What follows belongs to an exercise in optimizing a design on an open flow for small area; a production flow would make more cautious choices. In this exercise RTL edits were held to simulation tests only and were not proved equivalent to the original. Power figures rest on the tool's default switching activity, not on a simulated workload.

[design.v]
package mips_pkg;
  typedef enum logic [1:0] {
    IDLE = 2'd0,
    LOAD = 2'd1,
    RUN  = 2'd2
  } state_t;
  localparam logic [31:0] NOP_INSTR  = 32'h0000_0000;
  localparam int          WORD_SHIFT = 2;
endpackage
module ifm_hold (
  input  logic q,
  input  logic d,
  input  logic we,
  input  logic nwe,
  output logic y
);
  assign y = (q | we) & (d | nwe);
endmodule
module ifm_rd3 (
  input  logic a0,
  input  logic a1,
  input  logic a2,
  input  logic s0,
  input  logic s1,
  input  logic s2,
  output logic yn
);
  assign yn = ~((a0 & s0) | (a1 & s1) | (a2 & s2));
endmodule
module instr_fetch_mem #(
  parameter int DATA_WIDTH = 32,
  parameter int ADDR_WIDTH = 32,
  parameter int MEM_DEPTH  = 64
) (
  input  logic                  clk,
  input  logic                  rst,
  input  logic                  prog_en,
  input  logic                  run_en,
  input  logic                  load_we,
  input  logic [ADDR_WIDTH-1:0] load_addr,
  input  logic [DATA_WIDTH-1:0] load_data,
  output logic [15:0]           load_count,
  output logic                  load_err,
  input  logic                  fetch_req,
  input  logic [ADDR_WIDTH-1:0] fetch_addr,
  input  logic                  fetch_stall,
  output logic                  fetch_ready,
  output logic                  instr_valid,
  output logic [DATA_WIDTH-1:0] instr,
  output logic [ADDR_WIDTH-1:0] instr_addr,
  output logic                  fault_misal,
  output logic                  fault_range,
  output logic [1:0]            mode
);
  localparam int IDX_W = $clog2(MEM_DEPTH);
  localparam int TOP_B = IDX_W + mips_pkg::WORD_SHIFT;
  localparam int N3    = MEM_DEPTH / 3;
  localparam int NT    = N3 + MEM_DEPTH % 3;
  logic [1:0] state;
  logic       in_load, in_run;
  logic       l_ok, l_wr, l_drop, enter_load, rd_ok;
  logic [IDX_W-1:0] widx, ridx;
  assign in_load = state[0];
  assign in_run  = state[1];
  assign mode    = state;
  assign l_ok   = (load_addr[1:0] == 2'b00)
                & (load_addr[ADDR_WIDTH-1:TOP_B] == '0);
  assign l_wr   = in_load & load_we & l_ok;
  assign l_drop = in_load & load_we & !l_ok;
  assign enter_load = prog_en & !in_load;
  assign fetch_ready = in_run & !fetch_stall;
  assign fault_misal = (instr_addr[1:0] != 2'b00);
  assign fault_range = (instr_addr[ADDR_WIDTH-1:TOP_B] != '0);
  assign rd_ok       = !fault_misal & !fault_range;
  assign widx = load_addr[TOP_B-1:mips_pkg::WORD_SHIFT];
  assign ridx = instr_addr[TOP_B-1:mips_pkg::WORD_SHIFT];
  logic [DATA_WIDTH-1:0] mem    [MEM_DEPTH];
  logic [DATA_WIDTH-1:0] mem_nx [MEM_DEPTH];
  logic [MEM_DEPTH-1:0]  wsel, nwsel, rsel;
  logic [DATA_WIDTH-1:0] term_n [NT];
  always_comb begin
    for (int i = 0; i < MEM_DEPTH; i++) begin
      wsel[i]  = l_wr & (widx == IDX_W'(i));
      nwsel[i] = !wsel[i];
      rsel[i]  = rd_ok & (ridx == IDX_W'(i));
    end
  end
  for (genvar i = 0; i < MEM_DEPTH; i++) begin : g_word
    for (genvar b = 0; b < DATA_WIDTH; b++) begin : g_bit
      ifm_hold u_hold (
        .q  (mem[i][b]),
        .d  (load_data[b]),
        .we (wsel[i]),
        .nwe(nwsel[i]),
        .y  (mem_nx[i][b])
      );
    end
    always_ff @(posedge clk) mem[i] <= mem_nx[i];
  end
  for (genvar j = 0; j < N3; j++) begin : g_rd
    for (genvar b = 0; b < DATA_WIDTH; b++) begin : g_bit
      ifm_rd3 u_rd (
        .a0(mem[3*j][b]), .a1(mem[3*j+1][b]), .a2(mem[3*j+2][b]),
        .s0(rsel[3*j]), .s1(rsel[3*j+1]), .s2(rsel[3*j+2]),
        .yn(term_n[j][b])
      );
    end
  end
  for (genvar j = 3 * N3; j < MEM_DEPTH; j++) begin : g_rd1
    assign term_n[N3 + j - 3 * N3] = ~(mem[j] & {DATA_WIDTH{rsel[j]}});
  end
  always_comb begin
    instr = '0;
    for (int j = 0; j < NT; j++) instr = instr | ~term_n[j];
  end
  always_ff @(posedge clk) begin
    if (rst) state <= 2'b00;
    else begin
      state[0] <= prog_en;
      state[1] <= !prog_en & !in_load & (in_run | run_en);
    end
  end
  always_ff @(posedge clk) begin
    if (rst || enter_load) begin
      load_count <= '0;
      load_err   <= 1'b0;
    end else begin
      if (l_wr && load_count != 16'hFFFF)
        load_count <= load_count + 16'd1;
      if (l_drop)
        load_err <= 1'b1;
    end
  end
  always_ff @(posedge clk) begin
    if (rst || !in_run || prog_en) instr_valid <= 1'b0;
    else if (!fetch_stall)         instr_valid <= fetch_req;
  end
  logic [ADDR_WIDTH-1:0] iaddr_nx;
  for (genvar b = 0; b < ADDR_WIDTH; b++) begin : g_iaddr
    ifm_hold u_hold (
      .q  (instr_addr[b]),
      .d  (fetch_addr[b]),
      .we (!fetch_stall),
      .nwe(fetch_stall),
      .y  (iaddr_nx[b])
    );
  end
  always_ff @(posedge clk) instr_addr <= iaddr_nx;
endmodule
[flow/run.sh]
#!/bin/bash
# Standard ORFS layout with a leaner clock tree (no dummy loads, larger
# sink clusters driven by clkbuf_16) and minimum-size port buffers.
set -euo pipefail
export CTS_ARGS="-sink_clustering_enable -repair_clock_nets -dont_use_dummy_load -buf_list sky130_fd_sc_hd__clkbuf_16 -sink_clustering_size 28 -sink_clustering_max_diameter 70"
export BUFFER_PORTS_ARGS="-buffer_cell sky130_fd_sc_hd__buf_1"
bash standard.sh finish > standard.log 2>&1
[standard.sh]
#!/bin/bash
# synth_recipe.tcl (not shown) runs the flow's synth.tcl, then flattens the netlist and writes it again
# the make line also repeats each setting of config.mk as NAME=value (left out here)
make -C /OpenROAD-flow-scripts/flow DESIGN_CONFIG=/design/flow/config.mk WORK_HOME=/design/flow/orfs CLKGATE_MAP_FILE= SYNTH_SCRIPT=/design/flow/synth_recipe.tcl "${@:-finish}"
[config.mk]
export PLATFORM = sky130hd
export DESIGN_NAME = instr_fetch_mem
export DESIGN_NICKNAME = instr_fetch_mem
export VERILOG_FILES = /design/flow/design.v
export SDC_FILE = /design/flow/constraint.sdc
export NUM_CORES = 4
export LEC_CHECK = 0
export CAP_MARGIN = 20
export CORE_MARGIN = 2
export CORE_UTILIZATION = 55
export PLACE_DENSITY = 0.65
export SLEW_MARGIN = 20
export SYNTH_HIERARCHICAL = 1
[constraint.sdc]
create_clock -name core_clock -period 8.0 [get_ports {clk}]
set_input_delay 1.6000 -clock core_clock [delete_from_list [all_inputs] [get_ports {clk}]]
set_output_delay 1.6000 -clock core_clock [all_outputs]
set_load 0.01 [all_outputs]
==> results of run 1 <==
-- worst max-delay path, stage by stage (launching register included) --
cell      delay (ps)
dfxtp_1          330
nor4_1           330
nand4_1          370
nor2_1           410
or4b_1           760
buf_4            340
nor2_4           900
a222oi_1         260
nand4_1          160
or4_1            330
a2111o_1         270
buf_1            360
-- where the power goes --
| part | leakage, nW | switching, mW | internal (mW) |
|---|---|---|---|
| combinational | 9.27 | 0.321 | 0.0918 |
| clock | 1.48 | 3.36 | 2.64 |
| sequential | 16.9 | 0.0199 | 10.5 |
| total | 27.7 | 3.70 | 13.2 |
-- sequential cells by signal (all words and copies together) (netlist names) --
register     cells
mem           2048
instr_valid      1
load_count      16
instr_addr      32
state            2
load_err         1
-- worst max-delay path by stage --
stage,start,to,depth (start not counted)
final,instr_addr[27],instr[5],11
after global routing,instr_addr[21],instr[5],11
after CTS,instr_addr[21],instr[29],11
after detailed placement,instr_addr[21],instr[29],11
after global placement,instr_addr[21],instr[29],11
after floorplan,instr_addr[27],instr[0],10
-- cell usage in the layout, fill, tap and decap left out, drive strengths merged, types with 6 or more instances in the layout --
master | synthesis | routed
dfxtp | 2100 | 2100
o22a | 2080 | 2080
a222oi | 672 | 672
buf | 15 | 358
clkbuf | 18 | 149
nor2 | 146 | 146
nand4 | 135 | 135
nand2 | 126 | 126
nand3 | 46 | 46
or4 | 46 | 46
a2111o | 32 | 32
nor4 | 22 | 22
diode | 0 | 14
a21oi | 13 | 13
nor3 | 12 | 12
or3 | 11 | 11
nor2b | 8 | 8
o31ai | 6 | 6
inv | 6 | 6
-- per-stage QoR --
| step | std cells | instance area [sq um] | power, mW | setup slack [ps] | hold WS [ps] |
|---|---|---|---|---|---|
| finish | 7681 | 78500 | 16.9 | 759 | 473 |
| detailed placement | 7545 | 75400 | 11.1 | 1790 | 460 |
| global route | 7669 | 78500 | 17.3 | 691 | 485 |
| floorplan | 5531 | 70800 | 10.8 | 3280 | 447 |
| global placement | 7543 | 75400 | 11.1 | 1800 | 453 |
| CTS | 7665 | 78400 | 16.9 | 946 | 473 |
-- cells by family after synthesis --
| logic type | count (synthesis) | share of synthesized area |
|---|---|---|
| buf+inv | 39 | 0.00262 |
| flops | 2100 | 0.594 |
| mux | 1 | 0.000141 |
| xor+xnor | 1 | 0.000124 |
| compound gates | 2817 | 0.360 |
| fa+ha+maj | 1 | 0.000177 |
| simple gates | 572 | 0.0427 |
-- Yosys stat by module, one instance, submodules excluded --
module           cells  cell area (sq um)  flops+latches
ifm_hold             1               8.76              0
ifm_rd3              1               10.0              0
instr_fetch_mem   2779              45900           2100
-- final cells by class --
| class | count | area [sq um] |
|---|---|---|
| fill | 10500 | 49200 |
| sequential | 2100 | 42000 |
| multi-input combinational | 3392 | 28900 |
| clock buffer | 120 | 3000 |
| timing repair buffer | 387 | 2360 |
| tap | 1662 | 2080 |
| antenna | 14 | 35.0 |
| inverter | 6 | 22.5 |
-- routing by layer --
layer	routed length, microns	part of all wire
met3	33000	0.12
met2	117000	0.42
met4	17300	0.063
met1	108000	0.39
met5	130	0.00047
-- Yosys cell counts (all sizes together) --
| library cell | count | share of area |
|---|---|---|
| o31ai | 6 | 0.00064 |
| a41o | 4 | 0.00057 |
| nand4 | 135 | 0.012 |
| nor2 | 146 | 0.0087 |
| nor4 | 22 | 0.0023 |
| a21o | 1 | 0.00011 |
| a222oi | 672 | 0.095 |
| mux2i | 1 | 0.00014 |
| nor2b | 8 | 0.00071 |
| a21bo | 1 | 0.00014 |
| o21ai | 3 | 0.00021 |
| or4 | 46 | 0.0051 |
| ha | 1 | 0.00018 |
| nand3 | 46 | 0.0033 |
| nor4b | 2 | 0.00034 |
| a31oi | 4 | 0.00035 |
| clkbuf | 18 | 0.00095 |
| a21oi | 13 | 0.00092 |
| and3 | 3 | 0.00027 |
| dfxtp | 2100 | 0.59 |
| nand3b | 1 | 0.00011 |
| nand2 | 126 | 0.0067 |
| xnor2 | 1 | 0.00012 |
| a31o | 1 | 0.00012 |
| a2111o | 32 | 0.0051 |
| or2 | 2 | 0.00018 |
| and2 | 3 | 0.00027 |
| or3 | 11 | 0.00097 |
| buf | 15 | 0.0013 |
| or4b | 1 | 0.00014 |
| nor3 | 12 | 0.00085 |
| and4 | 1 | 0.00012 |
| nand2b | 5 | 0.00044 |
| nand4b | 2 | 0.00025 |
| inv | 6 | 0.00032 |
| o22a | 2080 | 0.26 |
==> out/qor.csv, run 1 <==
stage,metric,value,unit
run_status,status,"complete, no violations",
synth,yosysSeqAreaShare,0.594,
cells_and_area,syn_to_final_growth,10.9,%
timing,grt_setup_unrepaired,false,
cells_and_area,drive_gt1_frac,0.0864,
synth,ys_seq_elements,2100,
clocking,cts.hold.buffers_added,0,
synth,syn_inst,5531,
power,p_leak,27.7,nW
global_routing,antenna_found_initial,28,
critical_path,start_kind,flop,
timing,fin_skew,73.7,ps
floorplan,die_area,0.132,sq mm
routing,routed_wl,275000,microns
critical_path,r2r-start,state[0],
power,power.density,215,mW/mm^2
clocking,cts_made_buffers,120,
synth,avgSynthCellArea,12.8,sq um
timing,max-slew-margin-rel,0.154,
timing,tns,0,ps
global_routing,grtUsageMet3,0.0984,
critical_path,crit_path_max_fanout,32,
routing,drc,0,
clocking,cts-root-buf,clkbuf_16,
critical_path,worstPathArrival,5640,ps
synth,synth.distinct_cells,46,
global_routing,grt_busiest_layer,met2,
routing,num_vias,61100,
placed_design,hpwlAfterDp,158000,microns
critical_path,endpoint_kind,primary output,
floorplan,placementRows,131,
global_routing,grtUsageMet1,0.540,
routing,drt_pre_antenna_iters,17,
clocking,clock_latency,810,ps
timing,report.final.slew_viol_count,0,
placed_design,gp_congestion,0.977,
timing,period_share,0.905,
global_routing,gr-usage-met2,0.589,
critical_path,r2r.worst_path.cells,5,
global_routing,grt_pass1_vias,55700,
clocking,htree_levels,3,
clocking,clkSlewWorstSetupHoldPaths,90,ps
clocking,clockBufferDepth,3,
min_path,hold_path.startpoint,mem[14][16],
timing,hold_viol,0,
clocking,cts_tree,yes,
timing,period_needed,7240,ps
power,peakVddDrop,226,uV
critical_path,r2r_slack,4210,ps
synth,syn_nets,5635,
job,cap_violations,0,
timing,worstMarginPinSlew,1270,ps
clocking,cts_repair_resize_count,0,
synth,syn_area,0.0708,sq mm
routing,viasPerCell,7.95,
cells_and_area,nNetsFinal,6111,
min_path,hold_path_class,reg -> reg,
global_routing,grt_usage,0.401,
floorplan,die-width,363,microns
global_routing,grt_pass1_wl,393000,microns
floorplan,ios,190,
min_path,min_to,mem[14][16],
placed_design,numPortBuffers,189,
cells_and_area,fin_util,0.615,
global_routing,grt_max_degree,65,
timing,setup_viol,0,
floorplan,initial_utilization,0.554,
critical_path,crit_type,reg -> out,
routing,ant_nets,0,
synth,ys_warn_count,12,
floorplan,fp.dieH,363,microns
timing,clock.fmax,138,MHz
clocking,clkSinkCount,2100,
min_path,holdPathStages,1,
floorplan,coreArea,0.128,sq mm
clocking,postCtsSetupBuffers,0,
routing,drt_iter0_markers,10300,
critical_path,worst_ep_required_time,6400,ps
global_routing,grt_overflow,0,
routing,wl_per_cell,35.8,microns
critical_path,reg2reg_to,mem[39][23],
==> run 2: changes to the inputs <==
--- a/config.mk
+++ b/config.mk
@@ -8,6 +8,6 @@
 export CAP_MARGIN = 20
 export CORE_MARGIN = 2
-export CORE_UTILIZATION = 55
-export PLACE_DENSITY = 0.65
+export CORE_UTILIZATION = 60
+export PLACE_DENSITY = 0.7
 export SLEW_MARGIN = 20
 export SYNTH_HIERARCHICAL = 1
==> out/qor.csv, run 2 <==
stage,metric,value,unit,change
synth,synthXorXnorAreaFrac,0.000124,,unchanged
clocking,cts-root-buf,clkbuf_16,,
power,p_switching,3.63,mW,-2.0%
global_routing,antenna_found_initial,24,,-14%
clocking,cts_made_buffers,112,,-6.7%
clocking,cts.hold.buffers_added,0,,unchanged
job,cap_violations,0,,unchanged
synth,yosysTopAreaCellShare,0.594,,unchanged
placed_design,hpwlAfterDp,159000,microns,+0.16%
min_path,holdPathStages,1,,unchanged
global_routing,grt_pass1_vias,56800,,+2.0%
power,p_seq_frac,0.629,,+0.009
floorplan,fp.dieH,348,microns,-4.2%
routing,num_vias,61900,,+1.2%
critical_path,cpMostUsedCell,nand4_1,,
synth,ys_top_cells_by_count,"2,100 x dfxtp_1, 2,080 x o22a_1, 672 x a222oi_1",,
power,finalPower,16.7,mW,-1.4%
synth,synth_ff_type,dfxtp_1,,
cells_and_area,drive_gt1_frac,0.0881,,+0.00168
power,power_frac_clock,0.346,,-0.009
min_path,hold_path.startpoint,mem[22][12],,
synth,yosys.area_share.adder,0.000177,,unchanged
routing,routed_wl,275000,microns,about the same
critical_path,cpPeakStageDelay,1060,ps,+160 ps
synth,yosysTopAreaCell,dfxtp_1,,
global_routing,grt_max_degree,65,,unchanged
timing,period_needed,7270,ps,+28.5 ps
synth,ys_seq_elements,2100,,unchanged
critical_path,worstPathArrival,5670,ps,+30 ps
clocking,postCtsSetupBuffers,0,,unchanged
synth,yosys.area_share.simple,0.0427,,unchanged
critical_path,r2r-start,state[0],,
clocking,clockBufferDepth,3,,unchanged
synth,synth.distinct_cells,46,,unchanged
power,p_sw_frac,0.218,,-0.00124
floorplan,ios,190,,unchanged
power,power.density,213,mW/mm^2,-1.0%
routing,wl_per_cell,36.4,microns,+1.7%
timing,grt_setup_unrepaired,false,,
cells_and_area,layout_common_cells,"2,100 x dfxtp_1, 2,080 x o22a_1, 672 x a222oi_1",,
cells_and_area,top_regs,"mem x2048, instr_addr x32, load_count x16",,
timing,clock.fmax,138,MHz,-0.39%
floorplan,coreArea,0.118,sq mm,-7.9%
timing,max-slew-margin-rel,0.0918,,-0.0619
critical_path,crit_type,reg -> out,,
clocking,htree_levels,3,,unchanged
cells_and_area,nNetsFinal,6110,,-0.016%
cells_and_area,top_register,mem,,
synth,synth_top_family_by_area,compound AO/OA/AOI/OAI gates,,
floorplan,die_area,0.121,sq mm,-8.2%
timing,period_share,0.909,,+0.00357
synth,synth_edf_count,0,,unchanged
global_routing,grt_overflow,0,,unchanged
routing,drt_iter0_markers,11300,,+9.4%
synth,syn_area,0.0708,sq mm,unchanged
critical_path,crit_path_max_fanout,30,,-6.3%
critical_path,r2r_slack,4280,ps,+70 ps
routing,ant_nets,0,,unchanged
timing,worstMarginPinSlew,1360,ps,+89.6 ps
power,peakVddDrop,205,uV,-9.4%
power,p_leak,27.6,nW,-0.24%
routing,viasPerCell,8.19,,+3.0%
critical_path,path_cells,nor4_1 > nand4_1 > nor2_1 > or4b_1 > buf_4 > nor2_4 > a222oi_1 > nand4_1 > or4_1 > a2111o_1 > buf_1,,
run_status,status,"complete, no violations",,
power,power_frac_comb,0.025,,about the same
synth,yosysSeqAreaShare,0.594,,unchanged
synth,synth_compound_area_frac,0.360,,unchanged
floorplan,die-width,348,microns,-4.2%
clocking,clock_latency,780,ps,-30 ps
min_path,min_to,mem[22][12],,
synth,synthMuxAreaShare,0.000141,,unchanged
timing,setup_viol,0,,unchanged
critical_path,r2r.worst_path.cells,5,,unchanged
global_routing,grt_usage,0.437,,+0.0361
clocking,cts_repair_resize_count,0,,unchanged
placed_design,gp_congestion,0.984,,+0.65%
critical_path,worst_ep_required_time,6400,ps,about the same
timing,hold_viol,0,,unchanged
routing,drt_pre_antenna_iters,15,,-2
routing,drc,0,,unchanged
placed_design,numPortBuffers,189,,unchanged
timing,tns,0,ps,unchanged
floorplan,initial_utilization,0.602,,+0.0475
synth,syn_nets,5635,,unchanged
synth,async_reset_ff_frac,0,,unchanged
synth,syn_inst,5531,,unchanged
global_routing,grt_pass1_wl,396000,microns,+0.77%
timing,fin_skew,61.7,ps,-12.0 ps
critical_path,start_kind,flop,,
clocking,clkSlewWorstSetupHoldPaths,100,ps,about the same
cells_and_area,largest_register_ffs,2048,,unchanged
synth,ys_warn_count,12,,unchanged
min_path,hold_path_class,reg -> reg,,
cells_and_area,final_common_cell,dfxtp_1,,
synth,avgSynthCellArea,12.8,sq um,unchanged
power,p_int,13.0,mW,-1.2%
critical_path,reg2reg_to,mem[40][3],,
critical_path,slowest_stage,nor2_4,,
cells_and_area,syn_to_final_growth,10.4,%,
synth,synthTopCellsByArea,"dfxtp_1 59%, o22a_1 26%, a222oi_1 9.5%, nand4_1 1.2%, nor2_1 0.72%",,
floorplan,placementRows,126,,-3.8%
timing,report.final.slew_viol_count,0,,unchanged
clocking,cts_tree,yes,,
clocking,clkSinkCount,2100,,unchanged
synth,synth.most_common_cell,dfxtp_1,,
critical_path,endpoint_kind,primary output,,
==> run 2: cell counts after synthesis <==
Identical to the previous run, type by type.
==> run 2: worst max-delay path by stage <==
stage	slack, ps	endpoint	cells after the start	start
6_report	730	instr[15]	11	instr_addr[21]
5_1_grt	770	instr[15]	11	instr_addr[21]
4_1_cts	820	instr[11]	12	instr_addr[21]
3_5_place_dp	1630	instr[11]	12	instr_addr[21]
3_3_place_gp	1750	instr[11]	12	instr_addr[21]
2_1_floorplan	3280	instr[0]	10	instr_addr[27]
==> run 2: power by group through the flow <==
stage	sequential, mW	clock [mW]	combinational (mW)
after floorplan	10.7	0	0.0871
after global placement	10.7	0	0.395
after detailed placement	10.7	0	0.399
after CTS	10.5	5.78	0.399
after global routing	10.5	6.16	0.420
final	10.5	5.76	0.415
==> run 2: through the flow <==
step | setup WS [ps] | util | cells | hold WS (ps) | area [sq um]
after global placement | 1750 | 0.640 | 7423 | 452 | 75300
after floorplan | 3280 | - | 5531 | 447 | 70800
after detailed placement | 1630 | 0.640 | 7423 | 460 | 75300
after CTS | 819 | 0.664 | 7535 | 474 | 78100
final | 731 | 0.665 | 7551 | 473 | 78200
after global routing | 772 | 0.665 | 7546 | 483 | 78200
==> run 2: kinds of logic after synthesis <==
family / after synthesis
compound gates: 2817
flops: 2100
simple gates: 572
buf+inv: 39
xor+xnor: 1
mux: 1
fa+ha+maj: 1
==> run 2: final cells by class <==
type                    instances  area [sq um]
diodes                         11          27.5
fillers                      9206         39400
well taps                    1536          1920
clock buffers                 112          2800
flip-flops and latches       2100         42000
repair buffers                394          2380
multi-input cells            3392         29000
inverters                       6          22.5
==> run 2: metal layers <==
| metal | vias to the layer above | global-route usage | routed length (microns) |
|---|---|---|---|
| li1 | 25200 | - | - |
| met1 | 31100 | 0.564 | 100000 |
| met2 | 4509 | 0.646 | 116000 |
| met3 | 935 | 0.125 | 37600 |
| met4 | 30 | 0.273 | 20700 |
| met5 | - | 0.0200 | 550 |
==> run 2: worst max-delay path, delay by kind of cell, from the launching register on <==
kind	cells	cell delay [ps]
compound gates	2	690
buf+inv	2	470
flops	1	340
simple gates	7	3340
==> run 2: modules after synthesis (local to each module, per instance) <==
module | area (sq um) | cells inside | flops+latches | times used
ifm_hold | 8.76 | 1 | 0 | 2080
ifm_rd3 | 10.0 | 1 | 0 | 672
instr_fetch_mem | 45900 | 2779 | 2100 | 1
==> run 3: changes to the inputs <==
--- a/design.v
+++ b/design.v
@@ -27,4 +27,26 @@
 );
   assign yn = ~((a0 & s0) | (a1 & s1) | (a2 & s2));
+endmodule
+module ifm_nandn #(
+  parameter int N = 22
+) (
+  input  logic [N-1:0] an,
+  output logic         y
+);
+  assign y = ~&an;
+endmodule
+module ifm_and2 (
+  input  logic a,
+  input  logic b,
+  output logic y
+);
+  assign y = a & b;
+endmodule
+module ifm_nand2 (
+  input  logic a,
+  input  logic b,
+  output logic y
+);
+  assign y = ~(a & b);
 endmodule
 module instr_fetch_mem #(
@@ -71,5 +93,13 @@
   assign fetch_ready = in_run & !fetch_stall;
   assign fault_misal = (instr_addr[1:0] != 2'b00);
-  assign fault_range = (instr_addr[ADDR_WIDTH-1:TOP_B] != '0);
+  logic range_nx;
+  ifm_hold u_range_hold (
+    .q  (fault_range),
+    .d  (fetch_addr[ADDR_WIDTH-1:TOP_B] != '0),
+    .we (!fetch_stall),
+    .nwe(fetch_stall),
+    .y  (range_nx)
+  );
+  always_ff @(posedge clk) fault_range <= range_nx;
   assign rd_ok       = !fault_misal & !fault_range;
   assign widx = load_addr[TOP_B-1:mips_pkg::WORD_SHIFT];
@@ -79,10 +109,23 @@
   logic [MEM_DEPTH-1:0]  wsel, nwsel, rsel;
   logic [DATA_WIDTH-1:0] term_n [NT];
+  localparam int HB = IDX_W / 2;
+  localparam int NL = 1 << HB;
+  localparam int NH = MEM_DEPTH / NL;
+  logic [NL-1:0] wlo, rlo;
+  logic [NH-1:0] whi, rhi;
   always_comb begin
-    for (int i = 0; i < MEM_DEPTH; i++) begin
-      wsel[i]  = l_wr & (widx == IDX_W'(i));
-      nwsel[i] = !wsel[i];
-      rsel[i]  = rd_ok & (ridx == IDX_W'(i));
+    for (int k = 0; k < NL; k++) begin
+      wlo[k] = (widx[HB-1:0] == HB'(k));
+      rlo[k] = (ridx[HB-1:0] == HB'(k));
     end
+    for (int m = 0; m < NH; m++) begin
+      whi[m] = l_wr  & (widx[IDX_W-1:HB] == (IDX_W-HB)'(m));
+      rhi[m] = rd_ok & (ridx[IDX_W-1:HB] == (IDX_W-HB)'(m));
+    end
+  end
+  for (genvar i = 0; i < MEM_DEPTH; i++) begin : g_sel
+    ifm_and2  u_ws  (.a(whi[i / NL]), .b(wlo[i % NL]), .y(wsel[i]));
+    ifm_nand2 u_nws (.a(whi[i / NL]), .b(wlo[i % NL]), .y(nwsel[i]));
+    ifm_and2  u_rs  (.a(rhi[i / NL]), .b(rlo[i % NL]), .y(rsel[i]));
   end
   for (genvar i = 0; i < MEM_DEPTH; i++) begin : g_word
@@ -110,7 +153,10 @@
     assign term_n[N3 + j - 3 * N3] = ~(mem[j] & {DATA_WIDTH{rsel[j]}});
   end
-  always_comb begin
-    instr = '0;
-    for (int j = 0; j < NT; j++) instr = instr | ~term_n[j];
+  for (genvar b = 0; b < DATA_WIDTH; b++) begin : g_or
+    logic [NT-1:0] tb;
+    for (genvar j = 0; j < NT; j++) begin : g_t
+      assign tb[j] = term_n[j][b];
+    end
+    ifm_nandn #(.N(NT)) u_or (.an(tb), .y(instr[b]));
   end
   always_ff @(posedge clk) begin
==> out/qor.csv, run 3 <==
stage,metric,value,unit,change
synth,syn_inst,5466,,-1.2%
timing,whs,466,ps,-7.39 ps
clocking,cts_repair_resize_count,0,,unchanged
floorplan,coreArea,0.117,sq mm,-0.93%
floorplan,initial_utilization,0.607,,+0.00502
global_routing,grt_pass1_wl,385000,microns,-3.0%
synth,ys_warn_count,12,,unchanged
synth,synthTopCellsByArea,"dfxtp_1 59%, o22a_1 26%, a222oi_1 9.5%, nand4_1 1.5%, and2_1 1.2%",,
routing,drt_iter0_markers,11500,,+1.3%
cells_and_area,drive_gt1_frac,0.0729,,-0.0152
global_routing,grt_pass1_vias,55000,,-3.1%
power,peakVddDrop,210,uV,+2.4%
clocking,clock_latency,730,ps,-50 ps
global_routing,grt_busiest_layer,met2,,
routing,drc,0,,unchanged
floorplan,die-width,347,microns,about the same
timing,grt_setup_unrepaired,false,,
floorplan,fp.dieH,347,microns,about the same
critical_path,worstPathArrival,5450,ps,-220 ps
placed_design,dpl_cell_area,0.0751,sq mm,-0.17%
power,p_leak,27.2,nW,-1.3%
placed_design,hpwlAfterDp,160000,microns,+0.86%
placed_design,gp_congestion,0.949,,-3.5%
cells_and_area,nNetsFinal,6071,,-0.64%
floorplan,die_area,0.121,sq mm,about the same
routing,num_vias,60500,,-2.2%
routing,wl_per_cell,35.8,microns,-1.8%
synth,async_reset_ff_frac,0,,unchanged
placed_design,numPortBuffers,189,,unchanged
synth,synth_edf_count,0,,unchanged
cells_and_area,top_register,mem,,
synth,yosysSeqAreaShare,0.595,,+0.000882
synth,yosysTopAreaCellShare,0.595,,+0.000882
clocking,clockBufferDepth,3,,unchanged
timing,report.final.slew_viol_count,0,,unchanged
synth,yosysTopAreaCell,dfxtp_1,,
clocking,cts-root-buf,clkbuf_16,,
timing,period_share,0.881,,-0.0274
routing,routed_wl,268000,microns,-2.6%
cells_and_area,final_common_cell,dfxtp_1,,
power,power.density,212,mW/mm^2,-0.44%
synth,syn_area,0.0707,sq mm,-0.10%
clocking,clkSinkCount,2101,,+0.048%
timing,setup_viol,0,,unchanged
global_routing,gr-usage-met2,0.622,,-0.0234
cells_and_area,top_regs,"mem x2048, instr_addr x32, load_count x16",,
timing,period_needed,7050,ps,-219 ps
cells_and_area,fin_util,0.668,,+0.00348
cells_and_area,largest_register_ffs,2048,,unchanged
clocking,clkSlewWorstSetupHoldPaths,110,ps,about the same
synth,ys_seq_elements,2101,,+0.048%
synth,avgSynthCellArea,12.9,sq um,+1.1%
critical_path,endpoint_kind,primary output,,
timing,max-slew-margin-rel,0.124,,+0.0324
clocking,htree_levels,3,,unchanged
synth,syn_nets,5570,,-1.2%
global_routing,antenna_found_initial,24,,unchanged
timing,clock.fmax,142,MHz,+3.1%
clocking,cts.hold.buffers_added,0,,unchanged
synth,synth.most_common_cell,dfxtp_1,,
global_routing,grtUsageMet3,0.124,,-0.000160
run_status,status,"complete, no violations",,
cells_and_area,design_area,0.0779,sq mm,-0.41%
routing,drt_pre_antenna_iters,14,,-1
global_routing,grt_max_degree,65,,unchanged
critical_path,crit_path_max_fanout,17,,-43%
timing,fin_skew,42.2,ps,-19.5 ps
cells_and_area,layout_common_cells,"2,101 x dfxtp_1, 2,081 x o22a_1, 672 x a222oi_1",,
cells_and_area,syn_to_final_growth,10.1,%,
synth,ys_top_cells_by_count,"2,101 x dfxtp_1, 2,081 x o22a_1, 672 x a222oi_1",,
critical_path,crit_type,reg -> out,,
min_path,hold_path_class,reg -> reg,,
global_routing,grt_usage,0.425,,-0.0119
critical_path,r2r_slack,4470,ps,+190 ps
critical_path,worst_ep_required_time,6400,ps,about the same
timing,hold_viol,0,,unchanged
floorplan,placementRows,125,,-0.79%
critical_path,start_kind,flop,,
routing,viasPerCell,8.07,,-1.5%
synth,synth_ff_type,dfxtp_1,,
global_routing,grtUsageMet1,0.585,,+0.0211
clocking,cts_tree,yes,,
floorplan,ios,190,,unchanged
clocking,postCtsSetupBuffers,0,,unchanged
clocking,cts_made_buffers,106,,-5.4%
routing,ant_nets,0,,unchanged
synth,synth.distinct_cells,40,,-13%
job,cap_violations,0,,unchanged
timing,tns,0,ps,unchanged
timing,worstMarginPinSlew,1300,ps,-57.4 ps
global_routing,grt_overflow,0,,unchanged
## run 3: cell types whose count changed after synthesis, moves of 8 or more
| cell | change |
|---|---|
| and2_1 | +128 |
| clkbuf_1 | -14 |
| nor3b_1 | +10 |
| nand4_1 | +34 |
| or4_1 | -40 |
| a2111o_1 | -32 |
| nor2_1 | -109 |
| and4_1 | +36 |
| nor2_4 | -8 |
| nand2_1 | -11 |
| nor4_1 | +21 |
| nand3_1 | -42 |
## run 3: area by class of cell
cell class                 instances  area (sq um)
tap                             1524          1910
multi-input combinational       3354         28800
inverter                           4          15.0
fill                            9177         38600
clock buffer                     106          2650
antenna                            5          12.5
timing repair buffer             400          2390
sequential                      2101         42100
## run 3: per-stage QoR
stage / setup WS, ps / std cells / power [mW]
2_1_floorplan: 3500 / 5466 / 10.8
3_3_place_gp: 1700 / 7374 / 11.1
3_5_place_dp: 2000 / 7377 / 11.1
4_1_cts: 1180 / 7483 / 16.5
5_1_grt: 1130 / 7489 / 16.9
6_report: 950 / 7494 / 16.5
## run 3: final timing paths
path	start	to	depth (start not counted)
setup reg to reg	state[0]	mem[21][5]	6
hold reg to reg	load_err	load_err	2
setup / recovery	instr_addr[1]	instr[16]	9
hold / removal	load_err	load_err	2
## run 3: worst max-delay path, stage by stage (launching register included)
cell and delay [ps]:
dfxtp_1 370, or2_2 150, or3_1 240, nor2_1 240, and2_1 550, a222oi_1 540
nand4_1 710, nor4_1 1160, nand4_1 470, buf_1 250
## run 3: layer usage
metal	share of wire	vias to the layer above
met2	0.42	4047
met3	0.14	588
met4	0.052	28
met1	0.39	30700
met5	0.0010	-
li1	-	25100
## run 3: power by group
group	internal (mW)	switching, mW
sequential	10.5	0.0141
combinational	0.0985	0.333
clock	2.36	3.25
## run 3: Yosys stat by module (local to each module, per instance), excerpt
module	cells	cell area, sq um	times used	flip-flops and latches
instr_fetch_mem	2297	43300	1	2101
ifm_rd3	1	10.0	672	0
ifm_hold	1	8.76	2081	0
ifm_and2	1	6.26	128	0
ifm_nand2	1	3.75	64	0
## run 3: cell families (layout without fill, tap and decap cells)
family                     count (synthesis)  after routing  share of synthesized area
AOI/OAI and AO/OA                       2773           2773                      0.355
DFF                                     2101           2101                      0.595
and+or+nand+nor                          572            572                     0.0486
buffers and inverters                     11            510                   0.000796
muxes                                      5              5                   0.000708
xor gates and xnor gates                   3              3                   0.000372
adders and majority gates                  1              1                   0.000177
other                                      0              5                          0

==> re-timing with driven ports <==
The flow's constraints put no driver on any port. The routed layouts listed below were extracted and timed again, unchanged, in two steps.
Step 1, drivers: a clkbuf_16 drives clk and a buf_2 each remaining input, both assumed.
Step 2 times the ports against the registers' clock, not the clock port: input delays grow and output delays shrink by t, the midpoint of the rising clock arrivals with the driver on.
Slacks: ideal ports / drivers / drivers and shift; pairs: ideal ports / drivers.
run	shift t [ns]	setup slack, ns	worst register clock-pin slew, ns	cell pins on the clock port's net
run 1	0.846	0.759 / 0.675 / 1.521	0.11 / 0.11	1
run 2	0.814	0.731 / 0.652 / 1.466	0.11 / 0.11	1
run 3	0.803	0.950 / 0.869 / 1.672	0.11 / 0.11	1
After both steps every run listed still meets setup and hold.
